Source: an optimization exercise on an open RTL-to-GDS flow (aim: small area, a short achievable clock period and few clock cycles per item). Production flows keep margins and buffers that such runs may drop. In this exercise RTL edits were held to simulation tests only and were not proved equivalent to the original. Power figures rest on the tool's default switching activity, not on a simulated workload.

==> design.v <==
package vec_pkg;
  localparam int unsigned NrLanes      = 4;
  localparam int unsigned LaneIdxWidth = $clog2(NrLanes);
  localparam int unsigned ElemWidth    = 32;
  localparam int unsigned NrVRegs      = 8;
  localparam int unsigned RegIdxWidth  = $clog2(NrVRegs);
  localparam int unsigned FifoDepth    = 4;
  localparam int unsigned FifoPtrWidth = $clog2(FifoDepth);
  localparam int unsigned FifoCntWidth = $clog2(FifoDepth + 1);
  typedef logic [ElemWidth-1:0]    elem_t;
  typedef logic [RegIdxWidth-1:0]  reg_idx_t;
  typedef logic [LaneIdxWidth-1:0] lane_idx_t;
  typedef enum logic [2:0] {
    OP_VADD   = 3'd0,
    OP_VSUB   = 3'd1,
    OP_VAND   = 3'd2,
    OP_VXOR   = 3'd3,
    OP_VMV_VX = 3'd4,
    OP_VID    = 3'd5,
    OP_VEXT   = 3'd6
  } vec_op_e;
  typedef struct packed {
    vec_op_e  op;
    reg_idx_t vd;
    reg_idx_t vs1;
    reg_idx_t vs2;
    elem_t    scalar;
  } vec_insn_t;
  typedef struct packed {
    elem_t data;
    logic  illegal;
  } vec_resp_t;
  typedef struct packed {
    vec_op_e  op;
    reg_idx_t vd;
    reg_idx_t vs1;
    reg_idx_t vs2;
  } lane_req_t;
  typedef struct packed {
    logic  valid;
    logic  last;
    elem_t data;
  } bc_t;
endpackage
`timescale 1ns/1ps
module vec_top (
  input  logic        clk_i,
  input  logic        reset_i,
  input  logic        req_valid_i,
  input  logic [43:0] req_i,
  output logic        req_ready_o,
  output logic        resp_valid_o,
  output logic [32:0] resp_o,
  input  logic        resp_ready_i
);
  localparam int unsigned NL = vec_pkg::NrLanes;
  localparam int unsigned NR = vec_pkg::NrVRegs;
  logic [2:0]  req_op, req_vd, req_vs1, req_vs2;
  logic [31:0] req_sc;
  assign {req_op, req_vd, req_vs1, req_vs2, req_sc} = req_i;
  logic                  rdy_q;           
  logic                  ex_v_q;          
  logic                  ex_arith_q;      
  logic                  ex_sub_q;
  logic                  ex_and_q;
  logic                  ex_xor_q;
  logic                  ex_mv_q;
  logic                  ex_vid_q;
  logic                  ex_ext_q;
  logic                  ex_ill_q;
  logic [NR-1:0]         ex_we_q;         
  logic [NR-1:0]         ex_sa_q;         
  logic [NR-1:0]         ex_sb_q;         
  logic [NL-1:0]         ex_lsel_q;       
  logic [31:0]           ex_sc_q;
  logic [NR-1:0]         zero_q;
  logic [NR-1:0][NL-1:0][31:0] regs_q;
  logic [2:0]            rq_v_q;          
  logic [2:0][32:0]      rq_q;
  logic          acc;
  logic [NR-1:0] zero_d;
  logic          req_wr;
  assign acc    = req_valid_i & rdy_q & ~reset_i;
  assign req_wr = ~req_op[2] | (req_op[1:0] == 2'b00) | (req_op[1:0] == 2'b01);
  always_comb begin
    for (int r = 0; r < NR; r++) begin
      zero_d[r] = zero_q[r] & ~ex_we_q[r];
    end
  end
  always_ff @(posedge clk_i) begin
    ex_v_q     <= acc;
    ex_arith_q <= acc & (req_op[2:1] == 2'b00);
    ex_sub_q   <= req_op[0];
    ex_and_q   <= acc & (req_op == 3'd2);
    ex_xor_q   <= acc & (req_op == 3'd3);
    ex_mv_q    <= acc & (req_op == 3'd4);
    ex_vid_q   <= acc & (req_op == 3'd5);
    ex_ext_q   <= acc & (req_op == 3'd6);
    ex_ill_q   <= acc & (req_op == 3'd7);
    ex_sc_q    <= req_sc;
    for (int r = 0; r < NR; r++) begin
      ex_we_q[r] <= acc & req_wr & (req_vd == 3'(r));
      ex_sa_q[r] <= (req_vs1 == 3'(r)) & ~zero_d[r];
      ex_sb_q[r] <= (req_vs2 == 3'(r)) & ~zero_d[r];
    end
    for (int l = 0; l < NL; l++) begin
      ex_lsel_q[l] <= (req_sc[1:0] == 2'(l));
    end
  end
  logic [NL-1:0][31:0] opa, opb, res;
  logic [31:0]         ext_data;
  always_comb begin
    ext_data = '0;
    for (int l = 0; l < NL; l++) begin
      opa[l] = '0;
      opb[l] = '0;
      for (int r = 0; r < NR; r++) begin
        opa[l] = opa[l] | ({32{ex_sa_q[r]}} & regs_q[r][l]);
        opb[l] = opb[l] | ({32{ex_sb_q[r]}} & regs_q[r][l]);
      end
      res[l] = ({32{ex_arith_q}} & (opa[l] + (opb[l] ^ {32{ex_sub_q}}) + {31'd0, ex_sub_q}))
             | ({32{ex_and_q}}   & (opa[l] & opb[l]))
             | ({32{ex_xor_q}}   & (opa[l] ^ opb[l]))
             | ({32{ex_mv_q}}    & ex_sc_q)
             | ({32{ex_vid_q}}   & 32'(l));
      ext_data = ext_data | ({32{ex_lsel_q[l]}} & opb[l]);
    end
  end
  always_ff @(posedge clk_i) begin
    for (int r = 0; r < NR; r++) begin
      if (ex_we_q[r]) begin
        regs_q[r] <= res;
      end
    end
  end
  always_ff @(posedge clk_i) begin
    if (reset_i) begin
      zero_q <= '1;
    end else begin
      zero_q <= zero_d;
    end
  end
  logic        pop, push;
  logic [32:0] new_resp;
  logic [2:0]  rq_v_d;
  logic [1:0]  cnt_d;
  assign pop      = rq_v_q[0] & resp_ready_i;
  assign push     = ex_v_q;
  assign new_resp = {{32{ex_ext_q}} & ext_data, ex_ill_q};
  always_comb begin
    if (pop) rq_v_d = {1'b0, rq_v_q[2:1]};
    else     rq_v_d = rq_v_q;
    if (push) begin
      if (!rq_v_d[0])      rq_v_d[0] = 1'b1;
      else if (!rq_v_d[1]) rq_v_d[1] = 1'b1;
      else                 rq_v_d[2] = 1'b1;
    end
    cnt_d = 2'(rq_v_d[0]) + 2'(rq_v_d[1]) + 2'(rq_v_d[2]);
  end
  always_ff @(posedge clk_i) begin
    if (reset_i) begin
      rq_v_q <= '0;
      rdy_q  <= 1'b1;
    end else begin
      rq_v_q <= rq_v_d;
      rdy_q  <= (3'(cnt_d) + 3'(acc)) <= 3'd2;
    end
  end
  always_ff @(posedge clk_i) begin
    if (pop) begin
      rq_q[0] <= rq_v_q[1] ? rq_q[1] : new_resp;
      rq_q[1] <= rq_v_q[2] ? rq_q[2] : new_resp;
      rq_q[2] <= new_resp;
    end else begin
      rq_q[0] <= rq_v_q[0] ? rq_q[0] : new_resp;
      rq_q[1] <= rq_v_q[1] ? rq_q[1] : new_resp;
      rq_q[2] <= rq_v_q[2] ? rq_q[2] : new_resp;
    end
  end
  assign req_ready_o  = rdy_q;
  assign resp_valid_o = rq_v_q[0];
  assign resp_o       = rq_q[0];
endmodule
==> run.sh <==
#!/bin/bash
# synth_recipe.tcl (not shown) runs the flow's synth.tcl, then flattens the netlist and writes it again
# the make line also repeats each setting of config.mk as NAME=value (left out here)
make -C /OpenROAD-flow-scripts/flow DESIGN_CONFIG=/design/flow/config.mk WORK_HOME=/design/flow/orfs CLKGATE_MAP_FILE= SYNTH_SCRIPT=/design/flow/synth_recipe.tcl finish
==> config.mk <==
export PLATFORM = sky130hd
export DESIGN_NAME = vec_top
export DESIGN_NICKNAME = vec_top
export VERILOG_FILES = /design/flow/design.v
export SDC_FILE = /design/flow/constraint.sdc
export NUM_CORES = 4
export LEC_CHECK = 0
export CAP_MARGIN = 20
export CORE_MARGIN = 2
export CORE_UTILIZATION = 40
export PLACE_DENSITY = 0.6
export SLEW_MARGIN = 20
==> constraint.sdc <==
create_clock -name core_clock -period 10.0 [get_ports {clk_i}]
set_input_delay 2.0000 -clock core_clock [delete_from_list [all_inputs] [get_ports {clk_i}]]
set_output_delay 2.0000 -clock core_clock [all_outputs]
set_load 0.01 [all_outputs]
==> results of run 1 <==
==> cells in the mapped netlist, types with 33 or more instances <==
cell      instances  share of area (%)
ha_1            251                5.3
xnor2_1          63               0.94
a211oi_1         43               0.55
buf_4            33               0.42
a22oi_1        1025                 13
nand2_1         151               0.96
a21oi_1         171                1.5
nand4_1         265                2.8
clkbuf_1        299                1.9
xor2_1          180                2.7
edfxtp_1       1057                 54
a21o_1           75               0.96
nor2_1          123               0.79
a22o_1           65               0.97
a222oi_1        123                2.1
buf_1            42               0.27
o21ai_0         232                2.0
dfxtp_1         147                5.0
==> cells by family after synthesis <==
logic type	Yosys count	share of synthesized area, %
AO/OA/AOI/OAI	1850	22.73
flip-flops	1204	59.01
AND/OR/NAND/NOR	680	6.122
buffers and inverters	417	2.899
adder cells (fa/ha/maj)	256	5.513
XOR/XNOR	243	3.621
multiplexers	5	0.1022
==> worst paths after layout <==
| kind | from | end | slack, ps | depth (start not counted) |
|---|---|---|---|---|
| worst max-delay path | ex_sb_q[1] | regs_q[990] | 3120 | 16 |
| worst min-delay path | rq_q[75] | rq_q[75] | 450 | 2 |
| worst max register to register | ex_sb_q[1] | regs_q[990] | 3120 | 16 |
| worst min register to register | rq_q[75] | rq_q[75] | 450 | 2 |
==> power by group through the flow <==
stage / registers (mW) / logic [mW] / clock network (mW)
after global routing: 5.57 / 0.608 / 5.22
after CTS: 5.56 / 0.555 / 5.01
after detailed placement: 5.67 / 0.552 / 0
after global placement: 5.67 / 0.546 / 0
final: 5.57 / 0.570 / 4.94
after floorplan: 5.65 / 0.348 / 0
==> routing by layer <==
metal  part of all wire [%]  vias up  GRT usage [%]
met4                    3.9        0          11.29
met1                     39    22390          36.44
met5                      0        -              0
met3                     14      589          7.484
li1                       -    19010              -
met2                     44     3590          41.26
==> area by class of cell <==
cell class,count,share of cell area [%]
tap,1917,3.648
multi-input combinational,3034,34.10
clock inverter,79,1.197
sequential,1204,52.92
timing repair buffer,163,2.439
antenna,3,0.01142
inverter,31,0.1808
clock buffer,163,5.503
==> worst min-delay path, stage by stage (launching register included) <==
cell     delay [ps]
dfxtp_1         320
nand2_1          40
o21ai_0          50
==> sequential cells by signal, indices dropped and copies added, names as in the netlist, 3 cells and up <==
register   cells
ex_lsel_q      4
ex_sa_q        8
ex_sb_q        8
ex_sc_q       32
ex_we_q        8
regs_q      1024
rq_q          99
rq_v_q         3
zero_q         8
==> results.sh, run 1 <==
export IMPL_status="complete, no violations"
export IMPL_rsz0062_at_grt="no"
export IMPL_cts_setup_buffers=0
export IMPL_grt_ovfl_total=0
export IMPL_firstDrtPassIters=9
export IMPL_cp_num_buf_inv=1
export IMPL_n_fill_cell=13000
export IMPL_post_route_period_util_pct=68.81
export IMPL_area_growth_pct=11.87
export IMPL_crit_fanout=41
export IMPL_mostFrequentLayoutCells="edfxtp_1 (1057), a22oi_1 (1025), nand4_1 (265)"
export IMPL_async_reset_ff_share_pct=0
export IMPL_final_nets=4870
export IMPL_setup_slack_ps=3119
export IMPL_power_mw=11.08
export IMPL_p_comb_share_pct=5.1
export IMPL_place_ws_ps=3456
export IMPL_finalHoldWorstSlack_ps=452.2
export IMPL_skew_ps=33.85
export IMPL_clock_root_buffer="clkbuf_16"
export IMPL_swShare_pct=22.73
export IMPL_synth_net_count=4959
export IMPL_drive_gt1_share_pct=7.959
export IMPL_cp_arrival_ps=7340
export IMPL_crit_family="compound AO/OA/AOI/OAI gates"
export IMPL_synth_area_um2=58780
export IMPL_multi_input_area_um2=22420
export IMPL_ys_warn_count=1
export IMPL_die_area_um2=150000
export IMPL_stdcell_area_um2=65750
export IMPL_h_tree_depth=4
export IMPL_cp_start_kind="register"
export IMPL_synth_avg_cell_area_um2=12.63
export IMPL_io_pins=83
export IMPL_peakVddDrop_v=0.0001890
export IMPL_worstPathRequired_ps=10460
export IMPL_final_cells=6594
export IMPL_power_density_nw_per_um2=168.5
export IMPL_clk_latency_ps=800
export IMPL_grt_pass1_vias=44000
export IMPL_total_leakage_power_nw=22.84
export IMPL_clock_path_buffers=3
export IMPL_hp_class="reg -> reg"
export IMPL_p_clk_share_pct=44.6
export IMPL_place_area_um2=61330
export IMPL_num_vias=45580
export IMPL_grt_pass1_wl_um=302300
export IMPL_grt_max_degree=105
export IMPL_path_cells="buf_4, a22oi_1, nand4_1, xor2_1, ha_1, a21oi_1, o21ai_0, a21bo_2, and2_1, o31ai_1, o21ai_1, nand3_1, a311oi_1, a31oi_1, xor2_1, o21ai_0"
export IMPL_p_sw_mw=2.519
export IMPL_gp_congestion=0.9171
export IMPL_portBuffers=82
export IMPL_postRouteAntennaNets=0
export IMPL_crit_type="reg -> reg"
export IMPL_rows=140
export IMPL_syn_inst=4655
export IMPL_synth_cell_type_count=82
export IMPL_timing_final_max_slew_violations=0
export IMPL_first_iter_violations=7727
export IMPL_drc_errors=0
export IMPL_finalCriticalPeriod_ps=6881
export IMPL_cp_slowest_cell="dfxtp_4"
export IMPL_cts_repair_resized=0
export IMPL_p_seq_share_pct=50.2
export IMPL_die_w_um=387.3
export IMPL_crit_path_end_kind="register"
export IMPL_grtUsageTotal_pct=27.12
export IMPL_internal_power_mw=8.562
export IMPL_fin_setup_tns_ps=0
export IMPL_avgViaCountPerCell=6.912
export IMPL_cts_buffers=132
export IMPL_initial_core_util_pct=40.33
export IMPL_antenna_found_initial=6
export IMPL_tightest_slew_ps=1235
export IMPL_ctsHoldBuffers=0
export IMPL_post_route_util_pct=45.12
export IMPL_setup_viol_count_final=0
export IMPL_seq_area_um2=34800
export IMPL_totalWireLength_um=211100
export IMPL_dpl_hpwl_um=119900
export IMPL_placedCellCount=6349
export IMPL_relSlewSlack_pct=16.94
export IMPL_core_area_um2=145700
export IMPL_maxCapViolations=0
export IMPL_final_common_cell="edfxtp_1"
export IMPL_routedWlPerCell_um=32.01
export IMPL_max_stage_delay_ps=810
export IMPL_timing_final_hold_violations=0
export IMPL_cts_clk_slew_worst_paths_ps=60
export IMPL_synth_edf_count=1057
export IMPL_seq_area_frac_synth_pct=59.01
export IMPL_fmax_mhz=145.3
export IMPL_cts_tree="done"
export IMPL_dieHeight_um=387.3
export IMPL_ys_ff_latch=1204
export IMPL_clock_sinks=1204
export IMPL_ys_dominant_reg_cell="edfxtp_1"
Testbench counts, summed over its fixed seeds: cycles 4,816, items 4,800.
==> inputs of run 2 (changes only) <==
--- a/config.mk
+++ b/config.mk
@@ -9,4 +9,5 @@
 export CORE_MARGIN = 2
 export CORE_UTILIZATION = 40
 export PLACE_DENSITY = 0.6
+export SETUP_SLACK_MARGIN = 5
 export SLEW_MARGIN = 20
==> results.sh, run 2 <==
export IMPL_cts_clk_slew_worst_paths_ps=60
export IMPL_maxCapViolations=0
export IMPL_yosys_area_top_type_share_pct=54.00
export IMPL_final_nets=4933
export IMPL_finalCriticalPeriod_ps=5120
export IMPL_setup_viol_count_final=0
export IMPL_antennaDiodeCount=0
export IMPL_synth_net_count=4959
export IMPL_gp_congestion=0.9171
export IMPL_crit_fanout=36
export IMPL_final_common_cell="edfxtp_1"
export IMPL_status="complete, no violations"
export IMPL_cts_buffers=132
export IMPL_drive_gt1_share_pct=10.22
export IMPL_fmax_mhz=195.3
export IMPL_timing_final_max_slew_violations=0
export IMPL_yosys_area_top_type="edfxtp_1"
export IMPL_grtUsageTotal_pct=28.28
export IMPL_async_reset_ff_share_pct=0
export IMPL_cp_start_kind="register"
export IMPL_dieHeight_um=387.3
export IMPL_total_leakage_power_nw=23.42
export IMPL_timing_final_hold_violations=0
export IMPL_clock_path_buffers=3
export IMPL_hp_class="reg -> reg"
export IMPL_antenna_found_initial=8
export IMPL_avgViaCountPerCell=6.975
export IMPL_ys_dominant_reg_cell="edfxtp_1"
export IMPL_largest_reg_flops=1024
export IMPL_core_area_um2=145700
export IMPL_grt_max_degree=105
export IMPL_rows=140
export IMPL_cts_tree="done"
export IMPL_regMostFlops="regs_q"
export IMPL_die_w_um=387.3
export IMPL_firstDrtPassIters=9
export IMPL_synth_cell_type_count=82
export IMPL_clock_sinks=1204
export IMPL_power_density_nw_per_um2=165.6
export IMPL_holdPathStages=2
export IMPL_drc_errors=0
export IMPL_seq_area_frac_synth_pct=59.01
export IMPL_relSlewSlack_pct=21.12
export IMPL_crit_type="reg -> reg"
export IMPL_synth_avg_cell_area_um2=12.63
export IMPL_die_area_um2=150000
export IMPL_synth_edf_count=1057
export IMPL_ys_ff_latch=1204
export IMPL_grt_pass1_wl_um=312300
export IMPL_clock_root_buffer="clkbuf_16"
export IMPL_n_fill_cell=12880
export IMPL_post_route_period_util_pct=51.20
export IMPL_syn_inst=4655
export IMPL_reg_top3="regs_q x1024, rq_q x99, ex_sc_q x32"
export IMPL_portBuffers=82
export IMPL_worstPathRequired_ps=10500
export IMPL_num_vias=46410
export IMPL_postRouteAntennaNets=0
export IMPL_first_iter_violations=8232
export IMPL_dpl_hpwl_um=119900
export IMPL_peakVddDrop_v=0.0001875
export IMPL_synth_area_leaders="edfxtp_1 (54%), a22oi_1 (13%), ha_1 (5.3%)"
export IMPL_area_growth_pct=14.20
export IMPL_fin_setup_tns_ps=0
export IMPL_h_tree_depth=4
export IMPL_netlist_top_cells_count="edfxtp_1 (1057), a22oi_1 (1025), clkbuf_1 (299)"
export IMPL_ys_warn_count=1
export IMPL_synth_area_um2=58780
export IMPL_grt_ovfl_total=0
export IMPL_cp_arrival_ps=5630
export IMPL_crit_path_end_kind="register"
export IMPL_initial_core_util_pct=40.33
export IMPL_mostFrequentLayoutCells="edfxtp_1 (1057), a22oi_1 (1025), nand4_1 (265)"
export IMPL_tightest_slew_ps=1171
export IMPL_skew_ps=34.92
export IMPL_yosysMostFrequentCell="edfxtp_1"
export IMPL_r2r_cells=16
export IMPL_clk_latency_ps=800
export IMPL_power_mw=11.11
export IMPL_io_pins=83
export IMPL_totalWireLength_um=220500
export IMPL_rsz0062_at_grt="yes"
export IMPL_routedWlPerCell_um=33.13
export IMPL_grt_pass1_vias=44230
[run 2: critical path: stages, from the launching register on]
cell       delay (ps)
dfxtp_4           470
buf_12            170
buf_6             400
a22oi_1           130
nand4_1           180
xor2_1             90
ha_1              420
a21o_1            220
a2111oi_2         470
a21bo_2           280
and2_1            230
a211oi_2          410
o21ai_0           340
a21o_1            260
a21oi_1           170
xor2_1             80
o21ai_1           470
[run 2: per-stage QoR]
stage | cell area (um^2) | hold slack [ps] | util [%] | setup WS [ps] | instances
6_report | 67120 | 451.7 | 46.06 | 4880 | 6654
3_5_place_dp | 61330 | 442.2 | 42.08 | 3456 | 6349
5_1_grt | 67120 | 475.5 | 46.06 | 4838 | 6654
3_3_place_gp | 61330 | 434.3 | 42.08 | 3565 | 6349
2_1_floorplan | 58780 | 425.4 | - | 5427 | 4655
4_1_cts | 66750 | 456.1 | 45.80 | 4952 | 6631
[run 2: cell families (layout without fill, tap and decap cells)]
| family | Yosys count | count (layout) | share of synthesized area (%) |
|---|---|---|---|
| AOI/OAI and AO/OA | 1850 | 1850 | 22.73 |
| DFF | 1204 | 1204 | 59.01 |
| and+or+nand+nor | 680 | 680 | 6.122 |
| buffers and inverters | 417 | 499 | 2.899 |
| adders and majority gates | 256 | 256 | 5.513 |
| xor gates and xnor gates | 243 | 243 | 3.621 |
| muxes | 5 | 5 | 0.1022 |
[run 2: layout make-up]
| type | count | area (um^2) | share of cell area, % |
|---|---|---|---|
| clock buffers | 163 | 3618 | 5.391 |
| repair buffers | 226 | 2721 | 4.054 |
| clock inverters | 79 | 787.0 | 1.172 |
| multi-input cells | 3034 | 22680 | 33.79 |
| well taps | 1917 | 2399 | 3.573 |
| inverters | 31 | 118.9 | 0.1771 |
| flip-flops and latches | 1204 | 34800 | 51.84 |
[run 2: worst paths after layout]
check	endpoint	slack, ps	startpoint
max reg2reg	regs_q[980]	4880	ex_sb_q[4]
min reg2reg	rq_q[75]	450	rq_q[75]
max	regs_q[980]	4880	ex_sb_q[4]
min	rq_q[75]	450	rq_q[75]
[run 2: repair_timing]
action / CTS / global route
hold buffers: 0 / 0
buffers inserted: 34 / 22
endpoints found under the setup margin: 664 / 432
pin swaps: 1 / 10
gates resized for setup: 81 / 54
gates cloned: 6 / 1
[run 2: layer usage]
layer  up-vias  share of wire, %  GRT usage (%)
li1      19150                 -              -
met1     22780                38          37.81
met2      3756                43          42.41
met3       717                14          7.933
met4         8               5.0          13.39
met5         -             0.031              0
[run 2: where the power goes]
part           total [mW]  switching (mW)  leakage [nW]  internal [mW]
clock                4.95            2.07          2.14           2.88
sequential           5.56          0.0657          11.2           5.50
combinational       0.597           0.401          10.1          0.195
total                11.1            2.54          23.4           8.57

## re-timing with driven ports
No port has a modelled driver above. Below, the same layouts with a new extraction and two added sets of constraints.
Step 1: set_driving_cell puts a clkbuf_16 on clk_i and a buf_2 on each other input, an assumption about the parent block.
Step 2, shift: input delay + t, output delay - t, t = (earliest + latest rising clock arrival at the registers) / 2. This alone moves slack from input paths to output paths.
Three values: no drivers, after step 1, after step 2; two values: the first two.
run	t, ns	setup WS [ns]	cell pins on the clock port's net
run 1	0.863	3.119 / 3.119 / 3.119	1
run 2	0.861	4.880 / 4.880 / 4.880	1
After both steps every run listed still meets setup and hold.
